Source: an optimization exercise on an open RTL-to-GDS flow (aim: small area). Production flows keep margins and buffers that such runs may drop.
In this exercise RTL edits were held to simulation tests only and were not proved equivalent to the original.
Power is estimated from default activity; no workload was simulated.

==> flow/design.v <==
module sram_fsm_bit_next (
    input  logic q,
    input  logic h,
    input  logic d,
    input  logic e,
    output logic y
);
    assign y = (q & h) | (d & e);
endmodule
module sram_fsm_rd3 (
    input  logic q0,
    input  logic s0,
    input  logic q1,
    input  logic s1,
    input  logic q2,
    input  logic s2,
    output logic yn
);
    assign yn = ~((q0 & s0) | (q1 & s1) | (q2 & s2));
endmodule
module sram_fsm_nor2 (
    input  logic a,
    input  logic b,
    output logic y
);
    assign y = ~(a | b);
endmodule
module sram_fsm_nand2 (
    input  logic a,
    input  logic b,
    output logic y
);
    assign y = ~(a & b);
endmodule
module sram_fsm_strobe (
    input  logic r,
    input  logic w,
    input  logic s,
    output logic y
);
    assign y = r | (w & s);
endmodule
module sram_fsm_wdata_n (
    input  logic d,
    input  logic r,
    output logic y
);
    assign y = ~(d & ~r);
endmodule
module sram_fsm #(
    parameter int unsigned ADDR_WIDTH = 8,
    parameter int unsigned DATA_WIDTH = 8,
    parameter int unsigned MEM_SIZE   = 1 << ADDR_WIDTH
) (
    input  logic                  clk,
    input  logic                  reset,
    input  logic                  chip_enable_n,
    input  logic                  write_enable_n,
    input  logic                  read_enable_n,
    input  logic [ADDR_WIDTH-1:0] address,
    input  logic [DATA_WIDTH-1:0] data_in,
    output logic [DATA_WIDTH-1:0] data_out
);
    localparam int unsigned NW  = MEM_SIZE;
    localparam int unsigned NG  = NW / 3;            
    localparam int unsigned NT  = NG + NW % 3;       
    logic wr, rd;
    assign wr = !chip_enable_n && !write_enable_n &&  read_enable_n;
    assign rd = !chip_enable_n &&  write_enable_n && !read_enable_n;
    localparam int unsigned LW = ADDR_WIDTH / 2;
    localparam int unsigned HW = ADDR_WIDTH - LW;
    localparam int unsigned NL = 1 << LW;
    localparam int unsigned NH = 1 << HW;
    logic [LW-1:0] alo;
    logic [HW-1:0] ahi;
    assign alo = address[LW-1:0];
    assign ahi = address[ADDR_WIDTH-1:LW];
    localparam int unsigned NC = 4;                  
    logic [NL-1:0] lo_dec;
    logic [NL-1:0] lo_load [NC];
    logic [NL-1:0] lo_read_n [NC];
    logic [NH-1:0] hi_n, hi;
    for (genvar i = 0; i < int'(NL); i++) begin : g_lo
        assign lo_dec[i] = alo == LW'(i);
        for (genvar c = 0; c < int'(NC); c++) begin : g_copy
            sram_fsm_strobe u_load (.r(reset), .w(wr), .s(lo_dec[i]), .y(lo_load[c][i]));
            sram_fsm_nand2  u_read (.a(rd), .b(lo_dec[i]), .y(lo_read_n[c][i]));
        end
    end
    for (genvar j = 0; j < int'(NH); j++) begin : g_hi
        assign hi[j]   = reset || ahi == HW'(j);
        assign hi_n[j] = !hi[j];
    end
    localparam int unsigned ND = 2;
    logic [DATA_WIDTH-1:0] wdata_n [ND];
    logic [DATA_WIDTH-1:0] rowdata [NH];
    for (genvar c = 0; c < int'(ND); c++) begin : g_wdata
        for (genvar b = 0; b < int'(DATA_WIDTH); b++) begin : g_bit
            sram_fsm_wdata_n u_wd (.d(data_in[b]), .r(reset), .y(wdata_n[c][b]));
        end
    end
    for (genvar j = 0; j < int'(NH); j++) begin : g_rowdata
        for (genvar b = 0; b < int'(DATA_WIDTH); b++) begin : g_bit
            sram_fsm_nor2 u_rd (.a(wdata_n[j * ND / NH][b]), .b(hi_n[j]), .y(rowdata[j][b]));
        end
    end
    logic [NW-1:0] hold;    
    logic [NW-1:0] rsel;    
    for (genvar w = 0; w < int'(NW); w++) begin : g_sel
        sram_fsm_nand2 u_hold (.a(lo_load[(w / NL) * NC / NH][w % NL]),   .b(hi[w / NL]),   .y(hold[w]));
        sram_fsm_nor2  u_rsel (.a(lo_read_n[(w / NL) * NC / NH][w % NL]), .b(hi_n[w / NL]), .y(rsel[w]));
    end
    logic [DATA_WIDTH-1:0] q [NW];
    for (genvar w = 0; w < int'(NW); w++) begin : g_word
        logic [DATA_WIDTH-1:0] d;
        for (genvar b = 0; b < int'(DATA_WIDTH); b++) begin : g_bit
            sram_fsm_bit_next u_next (
                .q(q[w][b]), .h(hold[w]), .d(rowdata[w / NL][b]), .e(lo_load[(w / NL) * NC / NH][w % NL]), .y(d[b])
            );
        end
        always_ff @(posedge clk) q[w] <= d;
    end
    logic [DATA_WIDTH-1:0] rterm_n [NT];
    for (genvar g = 0; g < int'(NG); g++) begin : g_rgrp
        for (genvar b = 0; b < int'(DATA_WIDTH); b++) begin : g_bit
            sram_fsm_rd3 u_rd (
                .q0(q[3*g][b]),   .s0(rsel[3*g]),
                .q1(q[3*g+1][b]), .s1(rsel[3*g+1]),
                .q2(q[3*g+2][b]), .s2(rsel[3*g+2]),
                .yn(rterm_n[g][b])
            );
        end
    end
    for (genvar t = int'(NG); t < int'(NT); t++) begin : g_rrest
        assign rterm_n[t] = ~(q[3*NG + (t - NG)] & {DATA_WIDTH{rsel[3*NG + (t - NG)]}});
    end
    localparam int unsigned NT0 = NT / 2;
    logic [DATA_WIDTH-1:0] rdata0, rdata1;
    always_comb begin
        logic [DATA_WIDTH-1:0] all0_n, all1_n;
        all0_n = '1;
        all1_n = '1;
        for (int t = 0; t < int'(NT0); t++)        all0_n = all0_n & rterm_n[t];
        for (int t = int'(NT0); t < int'(NT); t++) all1_n = all1_n & rterm_n[t];
        rdata0 = ~all0_n;
        rdata1 = ~all1_n;
    end
    logic [DATA_WIDTH-1:0] dout0, dout1;
    always_ff @(posedge clk) begin
        if (reset) begin
            dout0 <= '0;
            dout1 <= '0;
        end else begin
            dout0 <= rdata0;
            dout1 <= rdata1;
        end
    end
    assign data_out = dout0 | dout1;
endmodule
==> flow/config.mk <==
export PLATFORM = sky130hd
export DESIGN_NAME = sram_fsm
export DESIGN_NICKNAME = sram_fsm
export VERILOG_FILES = /design/flow/design.v
export SDC_FILE = /design/flow/constraint.sdc
export NUM_CORES = 4
export LEC_CHECK = 0
export CAP_MARGIN = 20
export CORE_MARGIN = 2
export CORE_UTILIZATION = 60
export CTS_BUF_LIST = sky130_fd_sc_hd__clkbuf_8
export CTS_CLUSTER_DIAMETER = 100
export CTS_CLUSTER_SIZE = 14
export GPL_TIMING_DRIVEN = 0
export PLACE_DENSITY = 0.74
export SETUP_SLACK_MARGIN = 0.35
export SLEW_MARGIN = 20
export SYNTH_HIERARCHICAL = 1
==> flow/constraint.sdc <==
create_clock -name core_clock -period 5.0 [get_ports {clk}]
set_input_delay 1.0000 -clock core_clock [delete_from_list [all_inputs] [get_ports {clk}]]
set_output_delay 1.0000 -clock core_clock [all_outputs]
set_load 0.01 [all_outputs]
run.sh (not shown) runs the stock make flow with config.mk's settings and CLKGATE_MAP_FILE= SYNTH_SCRIPT=/design/flow/synth_recipe.tcl, a recipe that flattens the netlist after the stock synthesis.
The baseline completed without violations.
Change:
==> flow/flow/run.sh (new file) <==
#!/bin/bash
# The standard layout, except that the port buffers are buf_2 cells instead of the
# slow delay-buffer cells buffer_ports picks by itself. Every port still gets a buffer.
set -euo pipefail
export BUFFER_PORTS_ARGS="-buffer_cell sky130_fd_sc_hd__buf_2"
bash standard.sh synth > synth.log 2>&1
bash standard.sh finish > layout.log 2>&1
==> flow/standard.sh (new file) <==
#!/bin/bash
# synth_recipe.tcl (not shown) runs the flow's synth.tcl, then flattens the netlist and writes it again
# the make line also repeats each setting of config.mk as NAME=value (left out here)
make -C /OpenROAD-flow-scripts/flow DESIGN_CONFIG=/design/flow/config.mk WORK_HOME=/design/flow/orfs CLKGATE_MAP_FILE= SYNTH_SCRIPT=/design/flow/synth_recipe.tcl "${@:-finish}"
Settings changed: CORE_UTILIZATION 60 to 50, PLACE_DENSITY 0.74 to 0.65, SETUP_SLACK_MARGIN 0.35 to 0.3.
removed: flow/run.sh
Cell count rose by 4.9%. Power is about the same. Via count fell by about 1%. Die area rose by about 20%. Setup slack gets better by 56 ps. Wire length rose by 3.3%. Worst hold slack barely changes. First-iteration DRC count fell by 15%. Sequential power barely changes.
Change:
==> flow/run.sh (new file) <==
#!/bin/bash
# synth_recipe.tcl (not shown) runs the flow's synth.tcl, then flattens the netlist and writes it again
# the make line also repeats each setting of config.mk as NAME=value (left out here)
make -C /OpenROAD-flow-scripts/flow DESIGN_CONFIG=/design/flow/config.mk WORK_HOME=/design/flow/orfs CLKGATE_MAP_FILE= SYNTH_SCRIPT=/design/flow/synth_recipe.tcl finish
Settings changed: CORE_UTILIZATION 50 to 45, CTS_CLUSTER_SIZE 14 to 12, PLACE_DENSITY 0.65 to 0.6.
removed: flow/flow/run.sh
removed: flow/standard.sh
=> The changed run finished with timing, DRC and antenna clean; global-route usage decreases by 2.3 points; core utilization went down by 5.1 points; critical path depth grows by 3; worst setup slack got worse by 120 ps; design area goes up by 1.4%.

-- re-timing with driven ports --
No port has a modelled driver above. Below, the same layouts with a new extraction and two added sets of constraints. Step 1 sets driving cells, clkbuf_16 on the clock port and buf_2 on the other inputs (assumed; they add their load-dependent delay and slew). Step 2 adds t to the input delays and takes it off the output delays; t is the mean of the earliest and latest rising clock arrival at the registers after step 1. Input paths then give back, and output paths get back, about the clock's delay inside the block. Slacks: ideal / step 1 / step 2; pairs: ideal / step 1.
run	t, ns	setup slack, ns	worst setup path after step 2	clock arrival spread, ns
the first run	1.013	0.238 / 0.240 / -0.773	input to register	0.050 / 0.050
the second run	1.000	0.293 / 0.236 / -0.764	input to register	0.041 / 0.041
the third run	1.035	0.176 / 0.107 / -0.928	input to register	0.049 / 0.048
Met with ideal ports but missed after step 2: setup timing in every run listed. For the third run, which loses most, drivers alone change the setup slack by -0.069 ns; drivers and shift together by -1.104 ns.
